This is an optimization exercise on Yosys and OpenROAD, whose aim is small area, not a production implementation.
The RTL was checked by simulation tests, not by an equivalence proof against the original design.
Power figures rest on the tool's default switching activity, not on a simulated workload.

## config.mk

```make
export PLATFORM = sky130hd
export DESIGN_NAME = mipsPipe
export DESIGN_NICKNAME = mipsPipe
export VERILOG_FILES = /design/flow/design.v
export SDC_FILE = /design/flow/constraint.sdc
export NUM_CORES = 4
export LEC_CHECK = 0
export CAP_MARGIN = 20
export CORE_MARGIN = 2
export CORE_UTILIZATION = 40
export SLEW_MARGIN = 20
```

## constraint.sdc

```tcl
create_clock -name core_clock -period 7.0 [get_ports {clk}]
set_input_delay 1.4000 -clock core_clock [delete_from_list [all_inputs] [get_ports {clk}]]
set_output_delay 1.4000 -clock core_clock [all_outputs]
set_load 0.01 [all_outputs]
```

## design.v

```verilog
`timescale 1ns/10ps
module mipsPipe (
	input  logic clk,
	input  logic reset,
	output logic [32-1:0] imemAddr,
	input  logic [32-1:0] imemData,
	output logic [32-1:0] dmemAddr,
	output logic [32-1:0] dmemWdata,
	output logic dmemWe,
	input  logic [32-1:0] dmemRdata
);
	logic [2:0] ph;        
	logic rot;             
	logic [31:2] pc;
	logic [31:0] addrQ;    
	logic [31:0] dataQ;    
	logic carry;           
	logic pcCarry;         
	logic flag;            
	logic [5:0] op, fn;
	logic [4:0] rs, rt, rd;
	assign op = imemData[31:26];
	assign rs = imemData[25:21];
	assign rt = imemData[20:16];
	assign rd = imemData[15:11];
	assign fn = imemData[5:0];
	logic isR, fAdd, fSub, fAnd, fOr, fSlt, isAddi, isLw, isSw, isBeq, isJ;
	assign isR = (op == 6'b000000);
	assign fAdd = isR && (fn == 6'b100000);
	assign fSub = isR && (fn == 6'b100010);
	assign fAnd = isR && (fn == 6'b100100);
	assign fOr = isR && (fn == 6'b100101);
	assign fSlt = isR && (fn == 6'b101010);
	assign isAddi = (op == 6'b001000);
	assign isLw = (op == 6'b100011);
	assign isSw = (op == 6'b101011);
	assign isBeq = (op == 6'b000100);
	assign isJ = (op == 6'b000010);
	logic twoTurns, lastTurn;
	assign twoTurns = fSlt || isBeq || isLw || isSw;
	assign lastTurn = rot || !twoTurns;
	logic [3:0] ringOut [32];
	logic [3:0] wd;
	logic [4:0] dest;
	logic wen;
	assign ringOut[0] = 4'd0;
	genvar gi;
	generate
		for (gi = 1; gi < 32; gi++) begin : gReg
			logic [31:0] ring;
			always_ff @(posedge clk) begin
				ring <= {(wen && dest == gi) ? wd : ring[3:0], ring[31:4]};
			end
			assign ringOut[gi] = ring[3:0];
		end
	endgenerate
	logic [3:0] a, b;
	assign a = ringOut[rs];
	assign b = ringOut[rt];
	logic [3:0] insD, immD;
	always_comb begin
		case (ph)
			3'd0: insD = imemData[3:0];
			3'd1: insD = imemData[7:4];
			3'd2: insD = imemData[11:8];
			3'd3: insD = imemData[15:12];
			3'd4: insD = imemData[19:16];
			3'd5: insD = imemData[23:20];
			default: insD = imemData[27:24];
		endcase
	end
	assign immD = ph[2] ? {4{imemData[15]}} : insD;
	logic useImm, sub;
	logic [3:0] bOp, sum, res;
	logic cOut;
	assign useImm = isAddi || isLw || isSw;
	assign sub = fSub || fSlt;
	assign bOp = useImm ? immD : b;
	assign {cOut, sum} = {1'b0, a} + {1'b0, sub ? ~bOp : bOp} + {4'd0, (ph == 3'd0) ? sub : carry};
	assign res = fAnd ? (a & b) : fOr ? (a | b) : sum;
	assign dest = isR ? rd : rt;
	assign wen = rot ? (fSlt || isLw) : (fAdd || fSub || fAnd || fOr || isAddi);
	always_comb begin
		if (!rot) begin
			wd = res;
		end else if (isLw) begin
			case (ph)
				3'd0: wd = dmemRdata[3:0];
				3'd1: wd = dmemRdata[7:4];
				3'd2: wd = dmemRdata[11:8];
				3'd3: wd = dmemRdata[15:12];
				3'd4: wd = dmemRdata[19:16];
				3'd5: wd = dmemRdata[23:20];
				3'd6: wd = dmemRdata[27:24];
				default: wd = dmemRdata[31:28];
			endcase
		end else begin
			wd = {3'd0, flag && ph == 3'd0};
		end
	end
	logic [3:0] pcD, pcSum, nextD;
	logic pcCOut;
	always_comb begin
		case (ph)
			3'd0: pcD = pc[5:2];
			3'd1: pcD = pc[9:6];
			3'd2: pcD = pc[13:10];
			3'd3: pcD = pc[17:14];
			3'd4: pcD = pc[21:18];
			3'd5: pcD = pc[25:22];
			3'd6: pcD = pc[29:26];
			default: pcD = {2'b00, pc[31:30]};
		endcase
	end
	assign {pcCOut, pcSum} = {1'b0, pcD} + {1'b0, (isBeq && !flag) ? immD : 4'd0} +
		{4'd0, (ph == 3'd0) ? 1'b1 : pcCarry};
	always_comb begin
		if (!isJ || ph == 3'd7) begin
			nextD = pcSum;
		end else if (ph == 3'd6) begin
			nextD = {pcSum[3:2], insD[1:0]};
		end else begin
			nextD = insD;
		end
	end
	always_ff @(posedge clk) begin
		carry <= cOut;
		pcCarry <= pcCOut;
		if (!rot) begin
			addrQ <= {res, addrQ[31:4]};
			if (isBeq) begin
				flag <= (flag && ph != 3'd0) || (a != b);
			end else if (ph == 3'd7) begin
				flag <= (a[3] != b[3]) ? a[3] : sum[3];
			end
		end
		dataQ <= {(!rot && isSw) ? b : nextD, dataQ[31:4]};
	end
	always_ff @(posedge clk) begin
		if (reset) begin
			ph <= 3'd0;
			rot <= 1'b0;
			pc <= '0;
		end else begin
			ph <= ph + 3'd1;
			if (ph == 3'd7) begin
				rot <= !lastTurn;
				if (lastTurn) begin
					pc <= {nextD[1:0], dataQ[31:4]};
				end
			end
		end
	end
	assign imemAddr = {pc, 2'b00};
	assign dmemAddr = addrQ;
	assign dmemWdata = dataQ;
	assign dmemWe = isSw && rot && ph == 3'd0;
endmodule
```

## run.sh

```bash
#!/bin/bash
# synth_recipe.tcl (not shown) runs the flow's synth.tcl, then flattens the netlist and writes it again
# the make line also repeats each setting of config.mk as NAME=value (left out here)
make -C /OpenROAD-flow-scripts/flow DESIGN_CONFIG=/design/flow/config.mk WORK_HOME=/design/flow/orfs CLKGATE_MAP_FILE= SYNTH_SCRIPT=/design/flow/synth_recipe.tcl finish
```

==> flow_summary_export.csv, run 1 <==
group,metric,value,unit
yosys,synth_top_family_by_area,"multiplexers",
timing,timing.setup.tns,0,ps
timing,relSlewSlack,0.252,
critical_path,cp.buffers_inverters,5,
critical_path,critical-path-top-delay-family,"buffers and inverters",
critical_path,critPathArrivalTime,6710,ps
critical_path,ff2ff_path_depth,17,
floorplan,start_util,0.405,
critical_path,end_kind,"flop",
drt,wl_per_cell,23.6,µm
min_path,hold_path_class,"reg -> reg",
yosys,synth_flop_cell,"dfxtp_1",
outcome,outcome,"timing/DRC/antenna clean",
clock_network,cts_hold_buf,0,
place,io_buffers,160,
global_route,antenna_found_initial,2,
timing,maxSlewViolCount,0,
critical_path,r2r-start,"ph[2]$_SDFF_PP0_",
final_layout,num-fill-cells,6133,
timing,worst_pin_slew,1120,ps
drt,drt_iter0_markers,1042,
timing,hold_viol_final,0,
final_layout,area_delta_synth_final,21.2,%
yosys,postSynthCellCount,2020,
final_layout,layout_common_cells,"dfxtp_1 (1060), clkdlybuf4s50_1 (154), mux2_2 (132)",
critical_path,crit_path_top_delay_cell,"clkdlybuf4s50_1",
clock_network,clockBufferDepth,3,
critical_path,crit_start,"imemData[21]",
power,p_leak,14.1,nW
final_layout,diodes,0,
critical_path,path_class,"in -> reg",
yosys,synth-edff-count,33,
global_route,grt_max_degree,49,
drt,vias,15800,
clock_network,insertion_delay,670,ps
floorplan,rows,98,
clock_network,clock-sinks,1093,
timing,fmax,163,MHz
floorplan,io_pins,163,
critical_path,path_cells,"clkdlybuf4s50_1 > clkinv_1 > a31oi_1 > o221ai_1 > nor4_1 > buf_4 > o211a_1 > fa_1 > inv_1 > fa_1 > xnor2_1 > mux2i_1 > nand2_1 > o21ai_2 > buf_4 > mux2_2",
timing,whs,308,ps
yosys,synth_seq_area_share,0.762,
floorplan,die_w,274,µm
power,vdd_ir_drop_max,0.230,mV
yosys,avgSynthCellArea,14.4,µm²
clock_network,cts_inserted_buffers,98,
min_path,min_path_cells,0,
floorplan,die_y,274,µm
yosys,synth_xor_area_frac,0.00210,
drt,drc,0,
power,p_total,12.3,mW
drt,drt_pass1_iterations,7,
critical_path,crit_fanout,19,
yosys,synthArstFlopShare,0,
floorplan,core_area,71900,µm²
yosys,muxShareOfSynthArea,0.0828,
timing,grt_setup_unrepaired,"no",
floorplan,die-area,75000,µm²
critical_path,required,7590,ps
min_path,min_to,"gReg[26].ring[6]$_DFF_P_",
timing,finalCritPeriodShare,0.874,
yosys,yosysWarnings,2,
place,place_congestion,0.959,
final_layout,multi_input_area,6500,µm²
min_path,min_from,"gReg[26].ring[10]$_DFF_P_",
timing,timing.final.crit_period,6120,ps
global_route,grt_pass1_wl,110,mm
timing,skew,25.4,ps
timing,setup_violations,0,
global_route,grt_pass1_vias,15900,
clock_network,clk_pin_slew_worst_paths,60,ps
run,cap_viol_max_count,0,
yosys,synth_cell_type_count,85,
critical_path,startpoint_type,"input port",
final_layout,seq_area,22200,µm²
place,place_hpwl,55.2,mm
final_layout,final_common_cell,"dfxtp_1",
clock_network,cts-resized-gates,0,
yosys,synthSimpleGateAreaFrac,0.0645,
final_layout,layout-drive-gt1-share,0.165,
yosys,synth_area,29100,µm²
global_route,groute.usage.overall,0.205,
clock_network,clockRootBuffer,"clkbuf_16",
drt,drtAntennaViolNets,0,
yosys,ys_ff_latch,1093,
drt,vias_per_cell,4.84,
global_route,grt_overflow_total,0,
power,p_per_area,348,nW/µm²
yosys,synth_compound_area_frac,0.0606,
clock_network,post_cts_buffers,0,
critical_path,reg2reg_to,"gReg[1].ring[31]$_DFF_P_",
yosys,synth_adder_area_share,0.0113,
clock_network,htree_levels,3,
final_layout,nNetsFinal,2328,
critical_path,worst-r2r-setup-slack,1460,ps
drt,drt_wl_total,77.0,mm
critical_path,cp_slowest_stage_delay,990,ps
clock_network,cts_tree,"built",
[cells by family (layout without fill, tap and decap cells)]
group / Yosys count / in the layout
XOR/XNOR: 7 / 7
multiplexers: 218 / 218
AND/OR/NAND/NOR: 335 / 335
flip-flops: 1093 / 1093
AO/OA/AOI/OAI: 229 / 229
other: 1 / 2
buffers and inverters: 113 / 410
adder cells (fa/ha/maj): 24 / 24
[how the worst max path moves through the flow]
stage                                      endpoint  slack (ps)  cells after the start
after detailed placement  gReg[25].ring[30]$_DFF_P_         410                     16
final                     gReg[20].ring[30]$_DFF_P_         880                     16
after floorplan            gReg[1].ring[31]$_DFF_P_        2030                     15
after global routing      gReg[20].ring[30]$_DFF_P_         750                     16
after CTS                 gReg[25].ring[30]$_DFF_P_        1090                     16
after global placement     gReg[8].ring[30]$_DFF_P_         450                     16
[sequential cells by signal, summed over array words and instances (netlist names)]
name / count
pcCarry: 1
carry: 1
addrQ: 32
rot: 1
ph: 3
flag: 1
dataQ: 32
pc: 30
gReg.ring: 992
[per-stage QoR]
step	utilization	std cells	cell area, µm²	worst slack, ps
3_5_place_dp	0.444	3088	31900	412
2_1_floorplan	-	2021	29100	2030
4_1_cts	0.491	3268	35300	1090
5_1_grt	0.491	3268	35300	754
3_3_place_gp	0.444	3088	31900	454
6_report	0.491	3268	35300	884
[Yosys cell counts, drive strengths merged (13+ instances only)]
| cell | instances | area, µm² |
|---|---|---|
| a21oi | 31 | 189 |
| a222oi | 13 | 130 |
| a22oi | 23 | 173 |
| buf | 34 | 174 |
| clkbuf | 51 | 193 |
| dfxtp | 1060 | 21200 |
| edfxtp | 33 | 991 |
| ha | 20 | 250 |
| inv | 26 | 97.6 |
| mux2 | 144 | 1620 |
| mux2i | 70 | 701 |
| nand2 | 67 | 251 |
| nand2b | 15 | 93.8 |
| nand3 | 33 | 165 |
| nand4 | 13 | 87.6 |
| nor2 | 68 | 258 |
| nor2b | 31 | 246 |
| nor3 | 17 | 85.1 |
| o21ai | 27 | 135 |
[per-layer routing]
metal | track usage | part of all wire | up-vias
li1 | - | - | 7451
met1 | 0.265 | 0.44 | 7695
met2 | 0.332 | 0.46 | 556
met3 | 0.0357 | 0.055 | 129
met4 | 0.0988 | 0.045 | 2
met5 | 0 | 0.00022 | -
[where the power goes]
group | switching [mW] | internal [mW]
Combinational | 0.290 | 0.220
Sequential | 0.0499 | 6.32
Clock | 2.24 | 3.16
[layout make-up]
| cell class | count | area share |
|---|---|---|
| flip-flops and latches | 1093 | 0.629 |
| multi-input cells | 815 | 0.184 |
| well taps | 950 | 0.0337 |
| clock inverters | 38 | 0.0136 |
| repair buffers | 202 | 0.0545 |
| clock buffers | 142 | 0.0821 |
| inverters | 28 | 0.00298 |
==> run 2: changes to the inputs <==
--- a/design.v
+++ b/design.v
@@ -84,16 +84,7 @@
 		if (!rot) begin
 			wd = res;
 		end else if (isLw) begin
-			case (ph)
-				3'd0: wd = dmemRdata[3:0];
-				3'd1: wd = dmemRdata[7:4];
-				3'd2: wd = dmemRdata[11:8];
-				3'd3: wd = dmemRdata[15:12];
-				3'd4: wd = dmemRdata[19:16];
-				3'd5: wd = dmemRdata[23:20];
-				3'd6: wd = dmemRdata[27:24];
-				default: wd = dmemRdata[31:28];
-			endcase
+			wd = (ph == 3'd0) ? dmemRdata[3:0] : dataQ[3:0];
 		end else begin
 			wd = {3'd0, flag && ph == 3'd0};
 		end
@@ -126,15 +117,19 @@
 	always_ff @(posedge clk) begin
 		carry <= cOut;
 		pcCarry <= pcCOut;
+		addrQ <= {res, addrQ[31:4]};
 		if (!rot) begin
-			addrQ <= {res, addrQ[31:4]};
 			if (isBeq) begin
 				flag <= (flag && ph != 3'd0) || (a != b);
 			end else if (ph == 3'd7) begin
 				flag <= (a[3] != b[3]) ? a[3] : sum[3];
 			end
 		end
-		dataQ <= {(!rot && isSw) ? b : nextD, dataQ[31:4]};
+		if (rot && isLw && ph == 3'd0) begin
+			dataQ <= {nextD, dmemRdata[31:4]};
+		end else begin
+			dataQ <= {(!rot && isSw) ? b : nextD, dataQ[31:4]};
+		end
 	end
 	always_ff @(posedge clk) begin
 		if (reset) begin
--- a/config.mk
+++ b/config.mk
@@ -8,4 +8,5 @@
 export CAP_MARGIN = 20
 export CORE_MARGIN = 2
 export CORE_UTILIZATION = 40
+export CTS_BUF_LIST = sky130_fd_sc_hd__clkbuf_4
 export SLEW_MARGIN = 20
==> flow_summary_export.csv, run 2 <==
group,metric,value,unit
clock_network,htree_levels,5,
timing,timing.setup.tns,0,ps
global_route,grt_overflow_total,0,
place,io_buffers,160,
yosys,synth_top_cells_by_count,"dfxtp_1 (1092), mux2_2 (140), nand2_1 (112)",
drt,drt_pass1_iterations,5,
critical_path,required,7840,ps
yosys,yosysWarnings,2,
clock_network,insertion_delay,1030,ps
timing,relSlewSlack,0.257,
timing,setup_violations,0,
power,p_comb_frac,0.038,
drt,drtAntennaViolNets,0,
timing,finalCritPeriodShare,0.823,
final_layout,area_delta_synth_final,20.8,%
floorplan,die-area,74500,µm²
final_layout,top_regs,"gReg.ring (992), addrQ (32), dataQ (32)",
critical_path,critPathArrivalTime,6600,ps
yosys,synth_area,28900,µm²
drt,drt_iter0_markers,1223,
outcome,outcome,"timing/DRC/antenna clean",
critical_path,path_class,"in -> reg",
final_layout,final_common_cell,"dfxtp_1",
place,place_ws,378,ps
clock_network,cts_tree,"built",
critical_path,end_kind,"flop",
critical_path,ff2ff_path_depth,15,
yosys,avgSynthCellArea,13.8,µm²
global_route,grt_pass1_wl,118,mm
clock_network,cts_hold_buf,0,
run,cap_viol_max_count,0,
power,p_per_area,333,nW/µm²
yosys,synth_cell_type_count,83,
power,vdd_ir_drop_max,0.146,mV
clock_network,clockRootBuffer,"clkbuf_4",
yosys,yosysTopAreaCell,"dfxtp_1",
yosys,synth.top_cells.by_area,"dfxtp_1 (76%), mux2_2 (5.4%), nand2_1 (1.5%), mux2i_1 (1.3%), a21oi_1 (1.1%)",
floorplan,io_pins,163,
timing,worst_pin_slew,1120,ps
floorplan,start_util,0.404,
yosys,yosysTopAreaCellShare,0.755,
power,p_leak,14.2,nW
yosys,ys_ff_latch,1093,
clock_network,clock-sinks,1093,
global_route,grt_pass1_vias,18200,
yosys,postSynthCellCount,2095,
power,pwr-share-clk,0.420,
timing,timing.final.crit_period,5760,ps
min_path,hold_path_class,"reg -> reg",
clock_network,cts_inserted_buffers,283,
drt,drc,0,
final_layout,largest_reg_flops,992,
place,place_hpwl,58.4,mm
floorplan,core_area,71600,µm²
clock_network,cts-resized-gates,0,
final_layout,regMostFlops,"gReg.ring",
clock_network,clk_pin_slew_worst_paths,60,ps
timing,grt_setup_unrepaired,"no",
clock_network,post_cts_buffers,0,
timing,worst_slack,1240,ps
final_layout,seq_area,21900,µm²
floorplan,die_w,273,µm
drt,drt_wl_total,81.4,mm
yosys,synthArstFlopShare,0,
final_layout,nNetsFinal,2592,
yosys,synth_seq_area_share,0.756,
timing,fmax,174,MHz
power,p_seq_frac,0.542,
floorplan,rows,98,
timing,maxSlewViolCount,0,
min_path,min_path_cells,0,
yosys,synth_flop_cell,"dfxtp_1",
floorplan,die_y,273,µm
final_layout,layout_common_cells,"dfxtp_1 (1092), clkbuf_4 (390), clkdlybuf4s50_1 (155)",
final_layout,multi_input_area,6630,µm²
clock_network,clockBufferDepth,4,
power,p_int,9.09,mW
global_route,grt_max_degree,36,
final_layout,layout-drive-gt1-share,0.237,
timing,skew,109,ps
power,p_sw,2.57,mW
final_layout,num-fill-cells,6377,
place,place_congestion,0.933,
drt,wl_per_cell,22.5,µm
critical_path,startpoint_type,"input port",
drt,vias_per_cell,4.87,
critical_path,crit_fanout,31,
global_route,antenna_found_initial,10,
drt,vias,17600,
global_route,groute.usage.overall,0.220,
yosys,synth_most_common_cell,"dfxtp_1",
yosys,synth-edff-count,1,
timing,hold_viol_final,0,
power,sw_frac_of_total,0.221,
## run 2: cell types whose count changed in the layout (fill, tap and decap cells not counted), moves of 24 or more
cell	previous run	this run
clkbuf_4	0	390
clkbuf_16	100	0
clkinv_1	2	49
nand2_1	67	112
a21oi_1	28	64
dfxtp_1	1060	1092
edfxtp_1	33	1
mux2i_1	70	39
clkbuf_8	24	0
## run 2: cell type report
| type | instances | area share |
|---|---|---|
| Timing Repair Buffer | 205 | 0.0553 |
| Clock inverter | 64 | 0.00859 |
| Antenna cell | 3 | 0.000215 |
| Sequential cell | 1093 | 0.626 |
| Clock buffer | 390 | 0.0837 |
| Inverter | 25 | 0.00268 |
| Multi-Input combinational cell | 894 | 0.190 |
| Tap cell | 950 | 0.0340 |
## run 2: path summary, 6_finish.rpt
check,slack (ps),start,to
hold / removal,220,gReg[17].ring[22]$_DFF_P_,gReg[17].ring[18]$_DFF_P_
setup / recovery,1240,imemData[20],gReg[6].ring[31]$_DFF_P_
setup reg to reg,1680,ph[2]$_SDFF_PP0_,gReg[6].ring[31]$_DFF_P_
hold reg to reg,220,gReg[17].ring[22]$_DFF_P_,gReg[17].ring[18]$_DFF_P_
## run 2: metrics by stage
step / power (mW) / hold WS (ps) / cell area [µm²] / utilization / instances
2_1_floorplan: 6.64 / 310 / 28900 / - / 2096
3_3_place_gp: 6.90 / 310 / 31700 / 0.443 / 3166
3_5_place_dp: 6.90 / 312 / 31700 / 0.443 / 3167
4_1_cts: 11.9 / 207 / 35000 / 0.488 / 3621
5_1_grt: 12.2 / 199 / 35000 / 0.488 / 3623
6_report: 11.7 / 224 / 35000 / 0.488 / 3624
## run 2: cell families (layout without fill, tap and decap cells)
group | after synthesis | count (layout) | synth area share
flip-flops | 1093 | 1093 | 0.756
AND/OR/NAND/NOR | 395 | 395 | 0.0720
AO/OA/AOI/OAI | 282 | 282 | 0.0712
multiplexers | 187 | 187 | 0.0722
buffers and inverters | 109 | 684 | 0.0154
adder cells (fa/ha/maj) | 24 | 24 | 0.0114
XOR/XNOR | 4 | 4 | 0.00121
other | 1 | 5 | 0.000130
## run 2: metal layers
metal / wire length, µm / part of all wire / track usage
met1: 34900 / 0.43 / 0.268
met2: 38500 / 0.47 / 0.356
met3: 5350 / 0.066 / 0.0651
met4: 2630 / 0.032 / 0.106
met5: 67 / 0.00082 / 0
## run 2: worst max-delay path, cell delays in order
cell	delay, ps
clkdlybuf4s50_1	870
or3b_2	290
nor2_1	80
a2111oi_0	750
o221ai_1	390
or2_2	390
inv_1	120
a221o_1	230
ha_1	240
nor2b_1	130
o21a_1	180
or3_1	310
a21boi_0	410
o31ai_4	110
buf_4	300
mux2_2	340
## run 2: power by group through the flow
stage	sequential, mW	combinational (mW)	clock (mW)
detailed placement	6.46	0.438	0
global route	6.32	0.468	5.46
CTS	6.32	0.439	5.12
finish	6.32	0.445	4.90
floorplan	6.46	0.183	0
global placement	6.46	0.438	0
==> run 3: changes to the inputs <==
--- a/config.mk
+++ b/config.mk
@@ -8,5 +8,6 @@
 export CAP_MARGIN = 20
 export CORE_MARGIN = 2
 export CORE_UTILIZATION = 40
-export CTS_BUF_LIST = sky130_fd_sc_hd__clkbuf_4
+export CTS_BUF_LIST = sky130_fd_sc_hd__clkbuf_2 sky130_fd_sc_hd__clkbuf_4
+export CTS_CLUSTER_SIZE = 10
 export SLEW_MARGIN = 20
==> flow_summary_export.csv, run 3 <==
group,metric,value,unit
drt,vias_per_cell,4.87,
yosys,synth_adder_area_share,0.0114,
timing,setup_violations,0,
place,place_congestion,0.933,
place,io_buffers,160,
critical_path,ff2ff_path_depth,15,
yosys,synthSimpleGateAreaFrac,0.0720,
timing,timing.setup.tns,0,ps
yosys,yosysTopAreaCell,"dfxtp_1",
yosys,postSynthCellCount,2095,
clock_network,insertion_delay,1030,ps
timing,hold_viol_final,0,
min_path,hold_path_class,"reg -> reg",
clock_network,clockRootBuffer,"clkbuf_4",
final_layout,final_common_cell,"dfxtp_1",
timing,grt_setup_unrepaired,"no",
clock_network,htree_levels,5,
final_layout,area_delta_synth_final,20.8,%
yosys,synth_compound_area_frac,0.0712,
critical_path,r2r-start,"ph[2]$_SDFF_PP0_",
yosys,synth-edff-count,1,
global_route,grt_max_degree,36,
drt,vias,17600,
final_layout,top_regs,"gReg.ring (992), addrQ (32), dataQ (32)",
final_layout,largest_reg_flops,992,
yosys,synth_xor_area_frac,0.00121,
yosys,muxShareOfSynthArea,0.0722,
yosys,synth.top_cells.by_area,"dfxtp_1 (76%), mux2_2 (5.4%), nand2_1 (1.5%), mux2i_1 (1.3%), a21oi_1 (1.1%)",
outcome,outcome,"timing/DRC/antenna clean",
critical_path,critical-path-top-delay-family,"compound AO/OA/AOI/OAI gates",
floorplan,die-area,74500,µm²
power,vdd_ir_drop_max,0.146,mV
drt,drc,0,
critical_path,worst-r2r-setup-slack,1680,ps
timing,relSlewSlack,0.257,
yosys,synth_most_common_cell,"dfxtp_1",
floorplan,die_w,273,µm
timing,maxSlewViolCount,0,
yosys,synthArstFlopShare,0,
yosys,synth_cell_type_count,83,
final_layout,regMostFlops,"gReg.ring",
clock_network,cts_tree,"built",
power,p_per_area,333,nW/µm²
timing,timing.final.crit_period,5760,ps
floorplan,core_area,71600,µm²
global_route,groute.usage.overall,0.220,
yosys,avgSynthCellArea,13.8,µm²
drt,drt_iter0_markers,1223,
timing,worst_slack,1240,ps
timing,finalCritPeriodShare,0.823,
critical_path,path_cells,"clkdlybuf4s50_1 > or3b_2 > nor2_1 > a2111oi_0 > o221ai_1 > or2_2 > inv_1 > a221o_1 > ha_1 > nor2b_1 > o21a_1 > or3_1 > a21boi_0 > o31ai_4 > buf_4 > mux2_2",
critical_path,critPathArrivalTime,6600,ps
critical_path,required,7840,ps
yosys,synth_top_cells_by_count,"dfxtp_1 (1092), mux2_2 (140), nand2_1 (112)",
drt,drt_pass1_iterations,5,
final_layout,layout-drive-gt1-share,0.237,
floorplan,io_pins,163,
min_path,min_path_cells,0,
drt,wl_per_cell,22.5,µm
critical_path,cp_slowest_stage_delay,870,ps
global_route,antenna_found_initial,10,
place,place_hpwl,58.4,mm
critical_path,end_kind,"flop",
power,p_leak,14.2,nW
drt,drt_wl_total,81.4,mm
final_layout,nNetsFinal,2592,
yosys,synth_top_family_by_area,"multiplexers",
floorplan,start_util,0.404,
clock_network,clockBufferDepth,4,
yosys,yosysWarnings,2,
floorplan,die_y,273,µm
yosys,synth_seq_area_share,0.756,
clock_network,cts-resized-gates,0,
global_route,grt_pass1_wl,118,mm
critical_path,path_class,"in -> reg",
min_path,min_from,"gReg[17].ring[22]$_DFF_P_",
global_route,grt_pass1_vias,18200,
clock_network,clk_pin_slew_worst_paths,60,ps
final_layout,layout_common_cells,"dfxtp_1 (1092), clkbuf_4 (390), clkdlybuf4s50_1 (155)",
critical_path,crit_fanout,31,
yosys,yosysTopAreaCellShare,0.755,
clock_network,cts_hold_buf,0,
critical_path,cp.depth,16,
run,cap_viol_max_count,0,
yosys,synth_area,28900,µm²
critical_path,cp.buffers_inverters,3,
timing,skew,109,ps
yosys,synth_flop_cell,"dfxtp_1",
floorplan,rows,98,
yosys,ys_ff_latch,1093,
clock_network,post_cts_buffers,0,
global_route,grt_overflow_total,0,
critical_path,crit_path_top_delay_cell,"clkdlybuf4s50_1",
critical_path,reg2reg_to,"gReg[6].ring[31]$_DFF_P_",
final_layout,num-fill-cells,6377,
clock_network,cts_inserted_buffers,283,
place,place_ws,378,ps
timing,fmax,174,MHz
clock_network,clock-sinks,1093,
timing,worst_pin_slew,1120,ps
drt,drtAntennaViolNets,0,
critical_path,startpoint_type,"input port",
min_path,min_to,"gReg[17].ring[18]$_DFF_P_",
[run 3: cell counts after synthesis]
No cell type changed its count.
[run 3: worst register-to-register path, stage by stage, from the launching register on]
cell and delay (ps):
dfxtp_1 870, clkinv_1 220, ha_1 400, nor3_1 380, nand2_1 290, o31ai_1 300
a31oi_1 140, a221o_1 430, ha_1 300, nor2b_1 130, o21a_1 180, or3_1 310
a21boi_0 410, o31ai_4 110, buf_4 300, mux2_2 390
[run 3: logic make-up after synthesis]
| group | Yosys count |
|---|---|
| adders and majority gates | 24 |
| muxes | 187 |
| and+or+nand+nor | 395 |
| DFF | 1093 |
| AOI/OAI and AO/OA | 282 |
| other | 1 |
| xor gates and xnor gates | 4 |
| buffers and inverters | 109 |
[run 3: stage by stage]
stage	total power [mW]	utilization	instances	instance area, µm²	hold slack [ps]
floorplan	6.64	-	2096	28900	310
global placement	6.90	0.443	3166	31700	310
detailed placement	6.90	0.443	3167	31700	312
CTS	11.9	0.488	3621	35000	207
global route	12.2	0.488	3623	35000	199
finish	11.7	0.488	3624	35000	224
[run 3: power by group]
part | internal [mW] | switching, mW
clock | 2.63 | 2.27
combinational | 0.182 | 0.262
sequential | 6.28 | 0.0412
[run 3: area by class of cell]
| class | instances | area, µm² | area share |
|---|---|---|---|
| flip-flops and latches | 1093 | 21900 | 0.626 |
| clock inverters | 64 | 300 | 0.00859 |
| well taps | 950 | 1190 | 0.0340 |
| multi-input cells | 894 | 6630 | 0.190 |
| clock buffers | 390 | 2930 | 0.0837 |
| repair buffers | 205 | 1930 | 0.0553 |
| inverters | 25 | 93.8 | 0.00268 |
| diodes | 3 | 7.51 | 0.000215 |
[run 3: worst max-delay path by stage]
stage                       from                  endpoint  slack, ps
detailed placement  imemData[20]  gReg[1].ring[31]$_DFF_P_        380
global placement    imemData[20]  gReg[1].ring[31]$_DFF_P_        430
global route        imemData[23]  gReg[2].ring[31]$_DFF_P_       1070
CTS                 imemData[20]  gReg[2].ring[31]$_DFF_P_       1560
finish              imemData[20]  gReg[6].ring[31]$_DFF_P_       1240
floorplan           imemData[26]  gReg[1].ring[31]$_DFF_P_       2060
[run 3: routing by layer]
layer | wire (µm) | track usage | share of wire
met1 | 34900 | 0.268 | 0.43
met2 | 38500 | 0.356 | 0.47
met3 | 5350 | 0.0651 | 0.066
met4 | 2630 | 0.106 | 0.032
met5 | 67 | 0 | 0.00082
==> run 4: changes to the inputs <==
--- a/config.mk
+++ b/config.mk
@@ -7,7 +7,8 @@
 export LEC_CHECK = 0
 export CAP_MARGIN = 20
 export CORE_MARGIN = 2
-export CORE_UTILIZATION = 40
-export CTS_BUF_LIST = sky130_fd_sc_hd__clkbuf_2 sky130_fd_sc_hd__clkbuf_4
-export CTS_CLUSTER_SIZE = 10
+export CORE_UTILIZATION = 65
+export CTS_BUF_LIST = sky130_fd_sc_hd__clkbuf_8
+export CTS_CLUSTER_DIAMETER = 60
+export CTS_CLUSTER_SIZE = 20
 export SLEW_MARGIN = 20
==> flow_summary_export.csv, run 4 <==
group,metric,value,unit
final_layout,top_regs,"gReg.ring (992), addrQ (32), dataQ (32)",
clock_network,post_cts_buffers,0,
power,p_total,9.52,mW
final_layout,seq_area,21900,µm²
timing,maxSlewViolCount,0,
yosys,postSynthCellCount,2095,
min_path,hold_path_class,"reg -> reg",
clock_network,cts_hold_buf,0,
timing,skew,40.6,ps
critical_path,cp_slowest_stage_delay,840,ps
power,vdd_ir_drop_max,0.268,mV
floorplan,start_util,0.656,
drt,drtAntennaViolNets,0,
place,placed_area,31200,µm²
place,place_congestion,0.991,
timing,setup_violations,0,
place,place_hpwl,56.0,mm
clock_network,clockRootBuffer,"clkbuf_8",
clock_network,insertion_delay,710,ps
floorplan,io_pins,163,
critical_path,path_class,"in -> reg",
critical_path,end_kind,"flop",
critical_path,crit_fanout,31,
floorplan,die_w,215,µm
yosys,synth_seq_area_share,0.756,
drt,vias,16800,
drt,vias_per_cell,5.84,
clock_network,clk_pin_slew_worst_paths,110,ps
critical_path,path_cells,"clkdlybuf4s50_1 > nand2b_1 > nor2_1 > a222oi_1 > mux4_2 > nand3_1 > ha_1 > nor2b_1 > o21a_1 > or3_1 > a21boi_0 > o31ai_4 > buf_4 > mux2_1",
yosys,synth_cell_type_count,83,
yosys,yosysTopAreaCell,"dfxtp_1",
timing,grt_setup_unrepaired,"no",
timing,worst_pin_slew,1210,ps
drt,drc,0,
yosys,synth_top_cells_by_count,"dfxtp_1 (1092), mux2_2 (140), nand2_1 (112)",
outcome,outcome,"timing/DRC/antenna clean",
global_route,antenna_found_initial,2,
critical_path,startpoint_type,"input port",
clock_network,cts_tree,"built",
clock_network,cts-resized-gates,0,
yosys,avgSynthCellArea,13.8,µm²
global_route,grt_pass1_wl,110,mm
yosys,synth_most_common_cell,"dfxtp_1",
power,p_per_area,295,nW/µm²
drt,drt_pass1_iterations,9,
final_layout,largest_reg_flops,992,
clock_network,clockBufferDepth,3,
timing,timing.final.crit_period,5850,ps
global_route,grt_pass1_vias,16600,
final_layout,fin_area,32300,µm²
yosys,synth-edff-count,1,
floorplan,core_area,44100,µm²
drt,drt_iter0_markers,1945,
timing,relSlewSlack,0.194,
final_layout,num-fill-cells,2737,
yosys,synth_area,28900,µm²
clock_network,clock-sinks,1093,
critical_path,critPathArrivalTime,6430,ps
global_route,grt.met2_usage,0.504,
timing,timing.setup.tns,0,ps
yosys,synthArstFlopShare,0,
power,pwr-share-clk,0.289,
power,p_sw,2.09,mW
final_layout,layout-drive-gt1-share,0.131,
timing,fmax,171,MHz
global_route,gr-usage-met1,0.447,
critical_path,required,7580,ps
global_route,grt_overflow_total,0,
place,io_buffers,160,
floorplan,die-area,46200,µm²
power,sw_frac_of_total,0.220,
final_layout,nNetsFinal,2367,
critical_path,crit_path_top_delay_cell,"clkdlybuf4s50_1",
floorplan,die_y,215,µm
yosys,yosysWarnings,2,
clock_network,cts_inserted_buffers,67,
global_route,grt_most_used_layer,"met2",
final_layout,multi_input_area,6630,µm²
floorplan,rows,77,
timing,hold_viol_final,0,
power,p_seq_frac,0.664,
final_layout,regMostFlops,"gReg.ring",
timing,finalCritPeriodShare,0.836,
drt,wl_per_cell,26.5,µm
critical_path,worst-r2r-setup-slack,1580,ps
final_layout,layout_common_cells,"dfxtp_1 (1092), clkdlybuf4s50_1 (155), mux2_2 (140)",
yosys,ys_ff_latch,1093,
run,cap_viol_max_count,0,
final_layout,final_common_cell,"dfxtp_1",
power,p_comb_frac,0.046,
yosys,synth.top_cells.by_area,"dfxtp_1 (76%), mux2_2 (5.4%), nand2_1 (1.5%), mux2i_1 (1.3%), a21oi_1 (1.1%)",
global_route,grtUsageMet3,0.0747,
yosys,yosysTopAreaCellShare,0.755,
drt,drt_wl_total,76.4,mm
power,p_int,7.43,mW
power,p_leak,12.8,nW
global_route,grt_max_degree,38,
global_route,groute.usage.overall,0.329,
yosys,synth_flop_cell,"dfxtp_1",
clock_network,htree_levels,3,
final_layout,area_delta_synth_final,11.6,%
[run 4: cell counts after synthesis]
No cell type changed its count.
[run 4: kinds of logic (layout without fill, tap and decap cells)]
logic type / after synthesis / in the layout / share of synthesized area
XOR/XNOR: 4 / 4 / 0.00121
other: 1 / 3 / 0.000130
adder cells (fa/ha/maj): 24 / 24 / 0.0114
AND/OR/NAND/NOR: 395 / 395 / 0.0720
multiplexers: 187 / 187 / 0.0722
AO/OA/AOI/OAI: 282 / 282 / 0.0712
flip-flops: 1093 / 1093 / 0.756
buffers and inverters: 109 / 303 / 0.0154
[run 4: per-stage QoR]
stage               hold WS (ps)   util  cells  worst slack (ps)
global route                 321  0.732   2882              1180
CTS                          313  0.732   2882              1430
finish                       305  0.732   2883              1150
floorplan                    310      -   2096              2060
global placement             310  0.707   2800               799
detailed placement           312  0.707   2800               702
[run 4: final timing paths]
check / startpoint / endpoint / cells past startpoint
max: imemData[24] / gReg[1].ring[31]$_DFF_P_ / 14
min: gReg[11].ring[5]$_DFF_P_ / gReg[11].ring[1]$_DFF_P_ / 0
max reg2reg: ph[2]$_SDFF_PP0_ / gReg[1].ring[31]$_DFF_P_ / 15
min reg2reg: gReg[11].ring[5]$_DFF_P_ / gReg[11].ring[1]$_DFF_P_ / 0
[run 4: critical path: cells and delay by family]
family / cells / cell delay [ps]
AND/OR/NAND/NOR: 5 / 1280
adder cells (fa/ha/maj): 1 / 370
AO/OA/AOI/OAI: 4 / 1450
multiplexers: 2 / 750
buffers and inverters: 2 / 1110
[run 4: power by group through the flow]
| stage | combinational (mW) | sequential [mW] | clock [mW] |
|---|---|---|---|
| 2_1_floorplan | 0.183 | 6.46 | 0 |
| 5_1_grt | 0.457 | 6.33 | 2.99 |
| 3_5_place_dp | 0.427 | 6.46 | 0 |
| 4_1_cts | 0.430 | 6.32 | 2.79 |
| 6_report | 0.442 | 6.32 | 2.75 |
| 3_3_place_gp | 0.422 | 6.45 | 0 |
[run 4: layout make-up]
class                   instances  area share
multi-input cells             894       0.205
well taps                     592      0.0229
repair buffers                196      0.0572
flip-flops and latches       1093       0.678
diodes                          1   0.0000775
inverters                      25     0.00291
clock inverters                13     0.00442
clock buffers                  69      0.0294
[run 4: metal layers]
layer	up-vias	part of all wire
met3	229	0.084
met2	901	0.44
met4	2	0.053
met1	8185	0.43
li1	7529	-
met5	-	0.00020
==> run 5: changes to the inputs <==
==> flow/run.sh (new file) <==
#!/bin/bash
# The standard layout, with each port buffered by the smallest buffer cell
# instead of the default choice. Everything else is the standard flow's own flow.
set -euo pipefail
export BUFFER_PORTS_ARGS="-buffer_cell sky130_fd_sc_hd__buf_1"
bash standard.sh > standard_flow.log 2>&1
==> standard.sh (new file) <==
#!/bin/bash
# synth_recipe.tcl (not shown) runs the flow's synth.tcl, then flattens the netlist and writes it again
# the make line also repeats each setting of config.mk as NAME=value (left out here)
make -C /OpenROAD-flow-scripts/flow DESIGN_CONFIG=/design/flow/config.mk WORK_HOME=/design/flow/orfs CLKGATE_MAP_FILE= SYNTH_SCRIPT=/design/flow/synth_recipe.tcl "${@:-finish}"
removed: run.sh
==> flow_summary_export.csv, run 5 <==
group,metric,value,unit
final_layout,area_delta_synth_final,8.07,%
drt,drtAntennaViolNets,0,
yosys,yosysTopAreaCellShare,0.755,
timing,timing.final.crit_period,5500,ps
yosys,synth-edff-count,1,
global_route,antenna_found_initial,1,
min_path,min_from,"gReg[20].ring[14]$_DFF_P_",
place,io_buffers,160,
clock_network,clockRootBuffer,"clkbuf_8",
place,place_congestion,1.02,
floorplan,die_y,215,µm
timing,relSlewSlack,0.242,
power,p_leak,12.4,nW
drt,met3WireLength,6.09,mm
run,cap_viol_max_count,0,
yosys,synth_area,28900,µm²
critical_path,required,7580,ps
critical_path,startpoint_type,"input port",
global_route,grt_pass1_wl,110,mm
critical_path,crit_path_top_delay_cell,"a2111oi_0",
clock_network,cts_tree,"built",
critical_path,cp_slowest_stage_delay,560,ps
critical_path,path_cells,"clkbuf_2 > nand2b_1 > nor4_1 > a2111oi_0 > o221ai_1 > or2_2 > inv_1 > a221o_1 > ha_1 > nor2b_1 > o21a_1 > or3_1 > a21boi_0 > o31ai_4 > buf_4 > mux2_2",
final_layout,layout-drive-gt1-share,0.130,
clock_network,post_cts_buffers,0,
floorplan,rows,77,
drt,wl_per_cell,26.4,µm
floorplan,die-area,46200,µm²
critical_path,ff2ff_path_depth,16,
critical_path,cp.buffers_inverters,3,
min_path,hold_path_class,"reg -> reg",
clock_network,cts-resized-gates,0,
timing,fmax,182,MHz
drt,drt_iter0_markers,1928,
power,p_per_area,299,nW/µm²
critical_path,path_class,"in -> reg",
clock_network,htree_levels,3,
global_route,grt_pass1_vias,16800,
drt,drt_wl_total,75.9,mm
yosys,synth.top_cells.by_area,"dfxtp_1 (76%), mux2_2 (5.4%), nand2_1 (1.5%), mux2i_1 (1.3%), a21oi_1 (1.1%)",
critical_path,end_kind,"flop",
clock_network,clockBufferDepth,3,
outcome,outcome,"timing/DRC/antenna clean",
critical_path,crit_fanout,31,
yosys,yosysTopAreaCell,"dfxtp_1",
global_route,groute.usage.overall,0.328,
drt,dr_wl_met2,34.1,mm
final_layout,nNetsFinal,2365,
drt,vias_per_cell,5.85,
timing,timing.setup.tns,0,ps
final_layout,final_common_cell,"dfxtp_1",
final_layout,seq_area,21900,µm²
clock_network,cts_hold_buf,0,
yosys,synth_top_cells_by_count,"dfxtp_1 (1092), mux2_2 (140), nand2_1 (112)",
yosys,synth_seq_area_share,0.756,
drt,vias,16800,
yosys,synth_most_common_cell,"dfxtp_1",
clock_network,clock-sinks,1093,
timing,hold_viol_final,0,
floorplan,die_w,215,µm
yosys,ys_ff_latch,1093,
critical_path,r2r-start,"ph[0]$_SDFF_PP0_",
yosys,synthArstFlopShare,0,
final_layout,num-fill-cells,2812,
power,vdd_ir_drop_max,0.328,mV
floorplan,start_util,0.656,
critical_path,worst-r2r-setup-slack,2240,ps
drt,drc,0,
floorplan,io_pins,163,
yosys,synth_cell_type_count,83,
yosys,avgSynthCellArea,13.8,µm²
critical_path,critical-path-top-delay-family,"compound AO/OA/AOI/OAI gates",
final_layout,largest_reg_flops,992,
timing,maxSlewViolCount,0,
power,p_total,9.36,mW
min_path,min_path_cells,0,
critical_path,critPathArrivalTime,6080,ps
global_route,grt_max_degree,35,
clock_network,clk_pin_slew_worst_paths,110,ps
yosys,yosysWarnings,2,
min_path,min_to,"gReg[20].ring[10]$_DFF_P_",
floorplan,core_area,44100,µm²
yosys,synth_flop_cell,"dfxtp_1",
timing,grt_setup_unrepaired,"no",
place,place_hpwl,55.1,mm
yosys,postSynthCellCount,2095,
final_layout,regMostFlops,"gReg.ring",
drt,drt_pass1_iterations,6,
final_layout,multi_input_area,6640,µm²
critical_path,reg2reg_to,"gReg[22].ring[31]$_DFF_P_",
timing,setup_violations,0,
global_route,grt_overflow_total,0,
timing,worst_pin_slew,1130,ps
drt,top_layer,"met4",
final_layout,layout_common_cells,"dfxtp_1 (1092), buf_1 (153), mux2_2 (140)",
timing,finalCritPeriodShare,0.786,
clock_network,cts_inserted_buffers,67,
clock_network,insertion_delay,710,ps
timing,skew,32.1,ps
drt,wl_met1,31.4,mm
final_layout,top_regs,"gReg.ring (992), addrQ (32), dataQ (32)",
-- run 5: cell counts after synthesis --
No cell type changed its count.
-- run 5: worst max path at each step --
stage	start	end	depth (start not counted)
2_1_floorplan	imemData[26]	gReg[1].ring[31]$_DFF_P_	14
3_3_place_gp	imemData[19]	gReg[1].ring[31]$_DFF_P_	17
3_5_place_dp	imemData[19]	gReg[1].ring[31]$_DFF_P_	17
4_1_cts	imemData[19]	gReg[1].ring[31]$_DFF_P_	17
5_1_grt	imemData[16]	gReg[1].ring[31]$_DFF_P_	16
6_report	imemData[16]	gReg[22].ring[31]$_DFF_P_	16
-- run 5: area by class of cell --
type	count	area share
Inverter	25	0.00300
Antenna cell	3	0.000240
Sequential cell	1093	0.700
Clock buffer	67	0.0295
Timing Repair Buffer	194	0.0280
Tap cell	592	0.0237
Multi-Input combinational cell	894	0.212
Clock inverter	10	0.00344
-- run 5: where the power goes --
part	switching (mW)	internal (mW)
logic	0.259	0.112
clock network	1.77	0.904
registers	0.0391	6.28
-- run 5: routing by layer --
layer | GRT usage | vias to the layer above
met5 | 0 | -
met4 | 0.174 | 0
met3 | 0.0797 | 248
met2 | 0.511 | 872
met1 | 0.428 | 8199
li1 | - | 7525
-- run 5: cell families (layout without fill, tap and decap cells) --
group	count (synthesis)	in the layout	share of synthesized area
AOI/OAI and AO/OA	282	282	0.0712
muxes	187	187	0.0722
DFF	1093	1093	0.756
buffers and inverters	109	296	0.0154
other	1	5	0.000130
xor gates and xnor gates	4	4	0.00121
adders and majority gates	24	24	0.0114
and+or+nand+nor	395	395	0.0720
-- run 5: stage by stage --
step	area [µm²]	setup WS (ps)	std cells	hold WS [ps]	util
floorplan	28900	2060	2096	310	-
global placement	30200	969	2797	310	0.685
detailed placement	30200	908	2798	312	0.685
CTS	31300	1640	2875	313	0.708
global route	31300	1330	2875	327	0.709
finish	31300	1500	2878	316	0.709
==> run 6: changes to the inputs <==
--- a/design.v
+++ b/design.v
@@ -39,24 +39,27 @@
 	logic twoTurns, lastTurn;
 	assign twoTurns = fSlt || isBeq || isLw || isSw;
 	assign lastTurn = rot || !twoTurns;
-	logic [3:0] ringOut [32];
 	logic [3:0] wd;
 	logic [4:0] dest;
 	logic wen;
-	assign ringOut[0] = 4'd0;
+	logic [31:1] selA, selB, selW;
+	logic [123:0] ringOuts;
+	oneHot5 decA (.code(rs), .en(1'b1), .hot(selA));
+	oneHot5 decB (.code(rt), .en(1'b1), .hot(selB));
+	oneHot5 decW (.code(dest), .en(wen), .hot(selW));
 	genvar gi;
 	generate
 		for (gi = 1; gi < 32; gi++) begin : gReg
 			logic [31:0] ring;
 			always_ff @(posedge clk) begin
-				ring <= {(wen && dest == gi) ? wd : ring[3:0], ring[31:4]};
+				ring <= {selW[gi] ? wd : ring[3:0], ring[31:4]};
 			end
-			assign ringOut[gi] = ring[3:0];
+			assign ringOuts[4*gi-4 +: 4] = ring[3:0];
 		end
 	endgenerate
 	logic [3:0] a, b;
-	assign a = ringOut[rs];
-	assign b = ringOut[rt];
+	andOrMux rdA (.d(ringOuts), .sel(selA), .y(a));
+	andOrMux rdB (.d(ringOuts), .sel(selB), .y(b));
 	logic [3:0] insD, immD;
 	always_comb begin
 		case (ph)
@@ -70,13 +73,23 @@
 		endcase
 	end
 	assign immD = ph[2] ? {4{imemData[15]}} : insD;
+	function automatic logic [4:0] addDigit(input logic [3:0] x, input logic [3:0] y,
+		input logic cIn);
+		logic c;
+		c = cIn;
+		for (int i = 0; i < 4; i++) begin
+			addDigit[i] = x[i] ^ y[i] ^ c;
+			c = (x[i] & y[i]) | (c & (x[i] ^ y[i]));
+		end
+		addDigit[4] = c;
+	endfunction
 	logic useImm, sub;
 	logic [3:0] bOp, sum, res;
 	logic cOut;
 	assign useImm = isAddi || isLw || isSw;
 	assign sub = fSub || fSlt;
 	assign bOp = useImm ? immD : b;
-	assign {cOut, sum} = {1'b0, a} + {1'b0, sub ? ~bOp : bOp} + {4'd0, (ph == 3'd0) ? sub : carry};
+	assign {cOut, sum} = addDigit(a, sub ? ~bOp : bOp, (ph == 3'd0) ? sub : carry);
 	assign res = fAnd ? (a & b) : fOr ? (a | b) : sum;
 	assign dest = isR ? rd : rt;
 	assign wen = rot ? (fSlt || isLw) : (fAdd || fSub || fAnd || fOr || isAddi);
@@ -103,8 +116,8 @@
 			default: pcD = {2'b00, pc[31:30]};
 		endcase
 	end
-	assign {pcCOut, pcSum} = {1'b0, pcD} + {1'b0, (isBeq && !flag) ? immD : 4'd0} +
-		{4'd0, (ph == 3'd0) ? 1'b1 : pcCarry};
+	assign {pcCOut, pcSum} = addDigit(pcD, (isBeq && !flag) ? immD : 4'd0,
+		(ph == 3'd0) || pcCarry);
 	always_comb begin
 		if (!isJ || ph == 3'd7) begin
 			nextD = pcSum;
@@ -151,3 +164,27 @@
 	assign dmemWdata = dataQ;
 	assign dmemWe = isSw && rot && ph == 3'd0;
 endmodule
+module oneHot5 (
+	input  logic [4:0] code,
+	input  logic en,
+	output logic [31:1] hot
+);
+	genvar gi;
+	generate
+		for (gi = 1; gi < 32; gi++) begin : gHot
+			assign hot[gi] = en && code == gi;
+		end
+	endgenerate
+endmodule
+module andOrMux (
+	input  logic [123:0] d,
+	input  logic [31:1] sel,
+	output logic [3:0] y
+);
+	always_comb begin
+		y = 4'd0;
+		for (int i = 1; i < 32; i++) begin
+			y = y | (d[4*i-4 +: 4] & {4{sel[i]}});
+		end
+	end
+endmodule
--- a/config.mk
+++ b/config.mk
@@ -12,3 +12,5 @@
 export CTS_CLUSTER_DIAMETER = 60
 export CTS_CLUSTER_SIZE = 20
 export SLEW_MARGIN = 20
+export SYNTH_HIERARCHICAL = 1
+export SYNTH_MINIMUM_KEEP_SIZE = 0
==> flow_summary_export.csv, run 6 <==
group,metric,value,unit
yosys,synth_top_cells_by_count,"dfxtp_1 (1092), nor2_1 (203), a21oi_1 (104)",
outcome,outcome,"timing/DRC/antenna clean",
global_route,grt_pass1_wl,88.5,mm
run,cap_viol_max_count,0,
floorplan,start_util,0.660,
final_layout,final_common_cell,"dfxtp_1",
global_route,groute.usage.overall,0.272,
floorplan,io_pins,163,
critical_path,required,7490,ps
final_layout,regMostFlops,"gReg.ring",
final_layout,largest_reg_flops,992,
clock_network,cts_hold_buf,0,
global_route,grt_pass1_vias,14800,
timing,hold_viol_final,0,
place,io_buffers,160,
drt,vias_per_cell,5.47,
critical_path,r2r-start,"ph[0]$_SDFF_PP0_",
floorplan,die_y,210,µm
min_path,min_from,"gReg[16].ring[26]$_DFF_P_",
clock_network,clock-sinks,1093,
timing,whs,324,ps
timing,relSlewSlack,0.318,
yosys,postSynthCellCount,1976,
final_layout,diodes,0,
critical_path,path_class,"in -> reg",
power,p_per_area,307,nW/µm²
timing,setup_violations,0,
drt,drt_iter0_markers,1389,
timing,skew,22.6,ps
min_path,hold_path_class,"reg -> reg",
timing,timing.setup.tns,0,ps
drt,drc,0,
clock_network,cts_tree,"built",
final_layout,nNetsFinal,2268,
yosys,synth_seq_area_share,0.791,
critical_path,critPathArrivalTime,6350,ps
place,place_ws,535,ps
power,vdd_ir_drop_max,0.306,mV
clock_network,clockRootBuffer,"clkbuf_8",
final_layout,layout-drive-gt1-share,0.0822,
final_layout,layout_common_cells,"dfxtp_1 (1092), nor2_1 (203), buf_1 (159)",
timing,maxSlewViolCount,0,
yosys,avgSynthCellArea,14.0,µm²
clock_network,cts-resized-gates,0,
drt,drtAntennaViolNets,0,
clock_network,clockBufferDepth,3,
floorplan,die_w,210,µm
clock_network,insertion_delay,650,ps
critical_path,crit_start,"imemData[20]",
final_layout,area_delta_synth_final,8.57,%
timing,fmax,171,MHz
clock_network,clk_pin_slew_worst_paths,110,ps
final_layout,num-fill-cells,2717,
yosys,synth_area,27700,µm²
timing,timing.final.crit_period,5860,ps
yosys,yosysTopAreaCell,"dfxtp_1",
final_layout,top_regs,"gReg.ring (992), addrQ (32), dataQ (32)",
power,p_leak,11.6,nW
drt,drt_wl_total,60.1,mm
floorplan,rows,75,
yosys,synth.top_cells.by_area,"dfxtp_1 (79%), mux2_2 (2.9%), nor2_1 (2.8%), a22oi_1 (2.7%), a21oi_1 (1.9%)",
timing,grt_setup_unrepaired,"no",
clock_network,htree_levels,3,
yosys,synthArstFlopShare,0,
yosys,synth_cell_type_count,61,
yosys,yosysTopAreaCellShare,0.790,
final_layout,final_core_util,0.716,
clock_network,cts_inserted_buffers,66,
place,place_hpwl,43.4,mm
critical_path,crit_fanout,31,
global_route,grt_max_degree,63,
critical_path,startpoint_type,"input port",
drt,vias,14900,
drt,drt_pass1_iterations,8,
yosys,synth_most_common_cell,"dfxtp_1",
yosys,ys_ff_latch,1093,
global_route,antenna_found_initial,1,
drt,wl_per_cell,22.0,µm
yosys,synth-edff-count,1,
clock_network,post_cts_buffers,0,
timing,finalCritPeriodShare,0.838,
timing,worst_slack,1140,ps
timing,worst_pin_slew,1020,ps
floorplan,core_area,41900,µm²
yosys,synth_flop_cell,"dfxtp_1",
yosys,yosysWarnings,8,
global_route,grt_overflow_total,0,
critical_path,end_kind,"flop",
floorplan,die-area,44200,µm²
place,place_congestion,0.934,
run 6: changes by cell type in the layout (fill, tap and decap cells not counted), moves of 23 or more:
| cell | delta |
|---|---|
| nand2b_1 | +47 |
| buf_4 | -27 |
| a22oi_1 | +77 |
| a2bb2oi_1 | -23 |
| nand2_1 | -84 |
| mux2_2 | -69 |
| nor2_1 | +128 |
| a21oi_1 | +37 |
run 6: layer usage:
layer,part of all wire,GRT usage,up-vias
met4,0.032,0.102,0
met2,0.46,0.443,566
met1,0.45,0.374,7197
li1,-,-,7053
met5,0,0,-
met3,0.057,0.0381,115
run 6: path summary, 6_finish.rpt:
path                                                  end  slack (ps)  depth (start not counted)
worst max-delay path            gReg[16].ring[31]$_DFF_P_        1140                         20
worst min-delay path            gReg[16].ring[22]$_DFF_P_         320                          0
worst max register to register  gReg[16].ring[31]$_DFF_P_        2150                         17
worst min register to register  gReg[16].ring[22]$_DFF_P_         320                          0
run 6: where the power goes:
part | internal [mW] | total (mW) | switching [mW]
clock network | 1.01 | 2.74 | 1.73
registers | 6.25 | 6.28 | 0.0233
logic | 0.0697 | 0.205 | 0.135
total | 7.33 | 9.22 | 1.89
run 6: cells by family after synthesis:
group | count (synthesis) | synth area share
other | 2 | 0.000271
muxes | 115 | 0.0448
AOI/OAI and AO/OA | 273 | 0.0682
and+or+nand+nor | 395 | 0.0717
DFF | 1093 | 0.791
adders and majority gates | 22 | 0.0121
buffers and inverters | 72 | 0.0104
xor gates and xnor gates | 4 | 0.00127
run 6: cell type report:
| class | instances | area, µm² | share of cell area |
|---|---|---|---|
| sequential | 1093 | 21900 | 0.729 |
| multi-input combinational | 827 | 5580 | 0.186 |
| clock buffer | 71 | 977 | 0.0325 |
| timing repair buffer | 169 | 707 | 0.0235 |
| tap | 539 | 674 | 0.0224 |
| clock inverter | 8 | 121 | 0.00404 |
| inverter | 23 | 86.3 | 0.00287 |
run 6: Yosys stat by module, one instance, submodules excluded:
| module | area (µm²) | flops+latches | cells inside |
|---|---|---|---|
| oneHot5 | 230 | 0 | 46 |
| mipsPipe | 25800 | 1093 | 1678 |
| andOrMux | 603 | 0 | 80 |
run 6: worst max-delay path: stages:
cell	delay, ps
buf_1	400
nand4bb_1	310
nor2_1	120
a22o_1	240
a221oi_1	290
nand3_1	130
or4_1	610
nor2_1	140
a31oi_1	70
xnor2_1	220
fa_1	210
inv_1	60
fa_1	410
fa_1	400
inv_1	80
fa_1	430
mux2_2	310
a21oi_4	170
buf_12	220
a21oi_1	120
run 6: stage by stage:
step / power, mW / area (µm²) / instances
2_1_floorplan: 6.53 / 27700 / 1992
3_3_place_gp: 6.62 / 28900 / 2651
3_5_place_dp: 6.62 / 28900 / 2651
4_1_cts: 9.27 / 30000 / 2730
5_1_grt: 9.49 / 30000 / 2730
6_report: 9.22 / 30000 / 2730
==> run 7: changes to the inputs <==
--- a/design.v
+++ b/design.v
@@ -17,6 +17,7 @@
 	logic carry;           
 	logic pcCarry;         
 	logic flag;            
+	logic boot;            
 	logic [5:0] op, fn;
 	logic [4:0] rs, rt, rd;
 	assign op = imemData[31:26];
@@ -38,15 +39,15 @@
 	assign isJ = (op == 6'b000010);
 	logic twoTurns, lastTurn;
 	assign twoTurns = fSlt || isBeq || isLw || isSw;
-	assign lastTurn = rot || !twoTurns;
+	assign lastTurn = rot || !twoTurns || boot;
 	logic [3:0] wd;
 	logic [4:0] dest;
 	logic wen;
 	logic [31:1] selA, selB, selW;
 	logic [123:0] ringOuts;
-	oneHot5 decA (.code(rs), .en(1'b1), .hot(selA));
-	oneHot5 decB (.code(rt), .en(1'b1), .hot(selB));
-	oneHot5 decW (.code(dest), .en(wen), .hot(selW));
+	oneHot5 decA (.code(rs), .hot(selA));
+	oneHot5 decB (.code(rt), .hot(selB));
+	oneHot5 decW (.code(dest & {5{wen}}), .hot(selW));
 	genvar gi;
 	generate
 		for (gi = 1; gi < 32; gi++) begin : gReg
@@ -119,7 +120,9 @@
 	assign {pcCOut, pcSum} = addDigit(pcD, (isBeq && !flag) ? immD : 4'd0,
 		(ph == 3'd0) || pcCarry);
 	always_comb begin
-		if (!isJ || ph == 3'd7) begin
+		if (boot) begin
+			nextD = 4'd0;
+		end else if (!isJ || ph == 3'd7) begin
 			nextD = pcSum;
 		end else if (ph == 3'd6) begin
 			nextD = {pcSum[3:2], insD[1:0]};
@@ -141,22 +144,25 @@
 		if (rot && isLw && ph == 3'd0) begin
 			dataQ <= {nextD, dmemRdata[31:4]};
 		end else begin
-			dataQ <= {(!rot && isSw) ? b : nextD, dataQ[31:4]};
+			dataQ <= {(!rot && isSw && !boot) ? b : nextD, dataQ[31:4]};
 		end
 	end
 	always_ff @(posedge clk) begin
 		if (reset) begin
 			ph <= 3'd0;
 			rot <= 1'b0;
-			pc <= '0;
+			boot <= 1'b1;
 		end else begin
 			ph <= ph + 3'd1;
 			if (ph == 3'd7) begin
 				rot <= !lastTurn;
-				if (lastTurn) begin
-					pc <= {nextD[1:0], dataQ[31:4]};
-				end
-			end
+				boot <= 1'b0;
+			end
+		end
+	end
+	always_ff @(posedge clk) begin
+		if (ph == 3'd7 && lastTurn) begin
+			pc <= {nextD[1:0], dataQ[31:4]};
 		end
 	end
 	assign imemAddr = {pc, 2'b00};
@@ -166,25 +172,50 @@
 endmodule
 module oneHot5 (
 	input  logic [4:0] code,
-	input  logic en,
 	output logic [31:1] hot
 );
+	logic [3:0] loN;
+	logic [7:0] hiN;
 	genvar gi;
 	generate
+		for (gi = 0; gi < 4; gi++) begin : gLo
+			assign loN[gi] = !(code[1:0] == gi);
+		end
+		for (gi = 0; gi < 8; gi++) begin : gHi
+			assign hiN[gi] = !(code[4:2] == gi);
+		end
 		for (gi = 1; gi < 32; gi++) begin : gHot
-			assign hot[gi] = en && code == gi;
+			nor2 n (.a(loN[gi % 4]), .b(hiN[gi / 4]), .y(hot[gi]));
 		end
 	endgenerate
+endmodule
+module nor2 (
+	input  logic a, b,
+	output logic y
+);
+	assign y = !(a || b);
 endmodule
 module andOrMux (
 	input  logic [123:0] d,
 	input  logic [31:1] sel,
 	output logic [3:0] y
 );
-	always_comb begin
-		y = 4'd0;
-		for (int i = 1; i < 32; i++) begin
-			y = y | (d[4*i-4 +: 4] & {4{sel[i]}});
-		end
-	end
-endmodule
+	genvar gb, gg;
+	generate
+		for (gb = 0; gb < 4; gb++) begin : gBit
+			logic [10:0] part;
+			for (gg = 0; gg < 10; gg++) begin : gGrp
+				aoi222 g (.a1(d[4*(3*gg)+gb]), .a2(sel[3*gg+1]), .b1(d[4*(3*gg+1)+gb]),
+					.b2(sel[3*gg+2]), .c1(d[4*(3*gg+2)+gb]), .c2(sel[3*gg+3]), .y(part[gg]));
+			end
+			assign part[10] = !(d[4*30+gb] && sel[31]);
+			assign y[gb] = ~&part;
+		end
+	endgenerate
+endmodule
+module aoi222 (
+	input  logic a1, a2, b1, b2, c1, c2,
+	output logic y
+);
+	assign y = ~((a1 & a2) | (b1 & b2) | (c1 & c2));
+endmodule
==> flow_summary_export.csv, run 7 <==
group,metric,value,unit
final_layout,regMostFlops,"gReg.ring",
yosys,ys_ff_latch,1094,
final_layout,final_common_cell,"dfxtp_1",
yosys,synth-edff-count,31,
critical_path,worst-r2r-setup-slack,1950,ps
timing,skew,28.9,ps
critical_path,startpoint_type,"input port",
clock_network,clk_pin_slew_worst_paths,110,ps
global_route,grt_pass1_wl,84.5,mm
global_route,grt_max_degree,32,
place,place_ws,569,ps
floorplan,core_area,41100,µm²
clock_network,cts_hold_buf,0,
final_layout,num-fill-cells,2629,
floorplan,rows,74,
timing,fmax,171,MHz
timing,relSlewSlack,0.257,
final_layout,layout_common_cells,"dfxtp_1 (1063), nor2_1 (205), buf_1 (160)",
timing,maxSlewViolCount,0,
power,p_int,7.29,mW
final_layout,final_core_util,0.717,
power,pwr-share-clk,0.289,
final_layout,seq_area,22200,µm²
place,place_congestion,0.937,
critical_path,critPathArrivalTime,6360,ps
power,sw_frac_of_total,0.207,
yosys,synth_top_family_by_area,"compound AO/OA/AOI/OAI gates",
place,placed_cells,2511,
clock_network,post_cts_buffers,0,
final_layout,area_delta_synth_final,8.32,%
final_layout,layout-drive-gt1-share,0.0805,
floorplan,start_util,0.662,
yosys,avgSynthCellArea,14.8,µm²
drt,vias,14300,
run,cap_viol_max_count,0,
drt,drc,0,
critical_path,crit_fanout,31,
yosys,synth_compound_area_frac,0.0679,
timing,hold_viol_final,0,
yosys,synth_flop_cell,"dfxtp_1",
global_route,antenna_found_initial,0,
timing,timing.final.crit_period,5840,ps
final_layout,multi_input_area,4800,µm²
yosys,yosysTopAreaCellShare,0.782,
drt,vias_per_cell,5.53,
floorplan,die_w,209,µm
floorplan,die_y,209,µm
power,vdd_ir_drop_max,0.269,mV
drt,drt_wl_total,56.9,mm
drt,drtAntennaViolNets,0,
final_layout,nNetsFinal,2135,
global_route,grt_overflow_total,0,
timing,whs,318,ps
power,p_per_area,312,nW/µm²
clock_network,clock-sinks,1094,
yosys,synth_seq_area_share,0.816,
global_route,groute.usage.overall,0.262,
power,p_sw,1.90,mW
yosys,synthArstFlopShare,0,
yosys,synth_cell_type_count,57,
timing,worst_slack,1160,ps
yosys,synth.top_cells.by_area,"dfxtp_1 (78%), edfxtp_1 (3.4%), a222oi_1 (3.3%), nor2_1 (2.8%), a21oi_1 (2.0%)",
outcome,outcome,"timing/DRC/antenna clean",
yosys,synthSimpleGateAreaFrac,0.0575,
final_layout,top_regs,"gReg.ring (992), addrQ (32), dataQ (32)",
yosys,postSynthCellCount,1840,
yosys,yosysTopAreaCell,"dfxtp_1",
place,place_hpwl,39.8,mm
timing,grt_setup_unrepaired,"no",
critical_path,path_class,"in -> reg",
clock_network,insertion_delay,660,ps
place,io_buffers,160,
timing,setup_violations,0,
power,p_leak,11.5,nW
critical_path,end_kind,"flop",
clock_network,cts-resized-gates,0,
timing,worst_pin_slew,1110,ps
floorplan,die-area,43500,µm²
drt,drt_pass1_iterations,13,
timing,finalCritPeriodShare,0.835,
drt,drt_iter0_markers,1652,
clock_network,clockBufferDepth,3,
drt,wl_per_cell,21.9,µm
power,p_comb_frac,0.023,
power,p_seq_frac,0.688,
yosys,synth_most_common_cell,"dfxtp_1",
yosys,synth_area,27200,µm²
critical_path,required,7520,ps
clock_network,cts_inserted_buffers,66,
yosys,yosysWarnings,7,
yosys,synth_xor_area_frac,0.000965,
yosys,synth_adder_area_share,0.0123,
yosys,muxShareOfSynthArea,0.0364,
timing,timing.setup.tns,0,ps
clock_network,clockRootBuffer,"clkbuf_8",
yosys,synth_top_cells_by_count,"dfxtp_1 (1063), nor2_1 (205), a21oi_1 (111)",
final_layout,diodes,0,
min_path,hold_path_class,"reg -> reg",
clock_network,htree_levels,3,
global_route,grt_pass1_vias,13900,
clock_network,cts_tree,"built",
floorplan,io_pins,163,
final_layout,largest_reg_flops,992,
final_layout,layout.cells.non_filler,2594,
## run 7: cell types whose count changed after synthesis, sizes merged, moves of 11 or more
cell / change
edfxtp: +30
o21ai: +11
a222oi: +74
nand2b: -57
clkbuf: -23
mux2i: -30
dfxtp: -29
a22oi: -97
## run 7: final cells by class
type	count	area share
multi-input cells	694	0.163
clock buffers	69	0.0322
flip-flops and latches	1094	0.753
clock inverters	14	0.00373
well taps	532	0.0226
repair buffers	168	0.0224
inverters	23	0.00293
## run 7: per-layer routing
metal / part of all wire / global-route usage / wire (µm)
met1: 0.46 / 0.384 / 26100
met2: 0.44 / 0.395 / 25100
met3: 0.077 / 0.0571 / 4410
met4: 0.024 / 0.0766 / 1390
met5: 0 / 0 / 0
## run 7: path summary, 6_finish.rpt
check	startpoint	end	depth (start not counted)
hold reg to reg	gReg[14].ring[24]$_DFF_P_	gReg[14].ring[20]$_DFF_P_	0
hold / removal	gReg[14].ring[24]$_DFF_P_	gReg[14].ring[20]$_DFF_P_	0
setup / recovery	imemData[17]	gReg[7].ring[31]$_DFF_P_	19
setup reg to reg	ph[2]$_SDFF_PP0_	gReg[7].ring[31]$_DFF_P_	18
## run 7: worst max-delay path, cell delays in order
cell and delay, ps:
buf_1 230, nand2b_1 460, nor2_1 160, a222oi_1 490, nand4_1 190, a2111o_1 490
mux2i_1 160, o21ai_1 100, xnor2_1 180, fa_1 200, inv_1 50, fa_1 410
fa_1 400, inv_1 80, fa_1 430, nor2b_1 190, o32a_1 180, buf_4 360
a21oi_1 130
## run 7: kinds of logic (layout without fill, tap and decap cells)
kind of cell / count (synthesis) / in the layout
adders and majority gates: 22 / 22
DFF: 1094 / 1094
muxes: 79 / 79
xor gates and xnor gates: 3 / 3
other: 1 / 2
AOI/OAI and AO/OA: 253 / 253
and+or+nand+nor: 335 / 335
buffers and inverters: 53 / 274
## run 7: Yosys stat by module, one instance, submodules excluded
module,flops+latches,times used
mipsPipe,1094,1
andOrMux,0,2
oneHot5,0,3
aoi222,0,80
nor2,0,93
## run 7: power by group through the flow
stage	Sequential, mW	Combinational, mW	Clock, mW
finish	6.33	0.209	2.66
global route	6.34	0.227	2.93
CTS	6.33	0.207	2.72
detailed placement	6.47	0.206	0
global placement	6.47	0.204	0
floorplan	6.46	0.118	0
## run 7: metrics by stage
step | instance area [µm²] | total power [mW]
floorplan | 27200 | 6.58
global placement | 28400 | 6.67
detailed placement | 28400 | 6.68
CTS | 29500 | 9.26
global route | 29500 | 9.49
finish | 29500 | 9.20

==> separate check: timing with driven ports <==
In the flow no input, the clock included, has a driving cell. The finished layouts below were timed again as built, in two steps. Step 1 (the two cells are an assumption about what drives the block):
set clk [get_ports {clk}]
set_driving_cell -lib_cell sky130_fd_sc_hd__clkbuf_16 $clk
set_driving_cell -lib_cell sky130_fd_sc_hd__buf_2 [delete_from_list [all_inputs] $clk]
Step 2 times the ports against the registers' clock, not the clock port: input delays grow and output delays shrink by t, the midpoint of the rising clock arrivals with the driver on. Slacks: ideal / step 1 / step 2; pairs: ideal / step 1.
| run | t (ns) | setup slack, ns | worst hold slack (ns) | worst setup path at the end | pins driven straight from the clock port |
|---|---|---|---|---|---|
| run 1 | 0.717 | 0.884 / 0.886 / 0.169 | 0.308 / 0.308 / 0.308 | input to register | 1 |
| run 2 | 1.036 | 1.237 / 1.233 / 0.197 | 0.224 / 0.224 / 0.224 | input to register | 1 |
| run 3 | 1.036 | 1.237 / 1.233 / 0.197 | 0.224 / 0.224 / 0.224 | input to register | 1 |
| run 4 | 0.744 | 1.147 / 1.150 / 0.407 | 0.305 / 0.305 / 0.305 | input to register | 1 |
| run 5 | 0.745 | 1.498 / 1.497 / 0.752 | 0.316 / 0.316 / 0.316 | input to register | 1 |
| run 6 | 0.689 | 1.136 / 1.162 / 0.473 | 0.324 / 0.324 / 0.324 | input to register | 1 |
| run 7 | 0.702 | 1.157 / 1.140 / 0.438 | 0.318 / 0.318 / 0.318 | input to register | 1 |
After both steps every run listed still meets setup and hold.
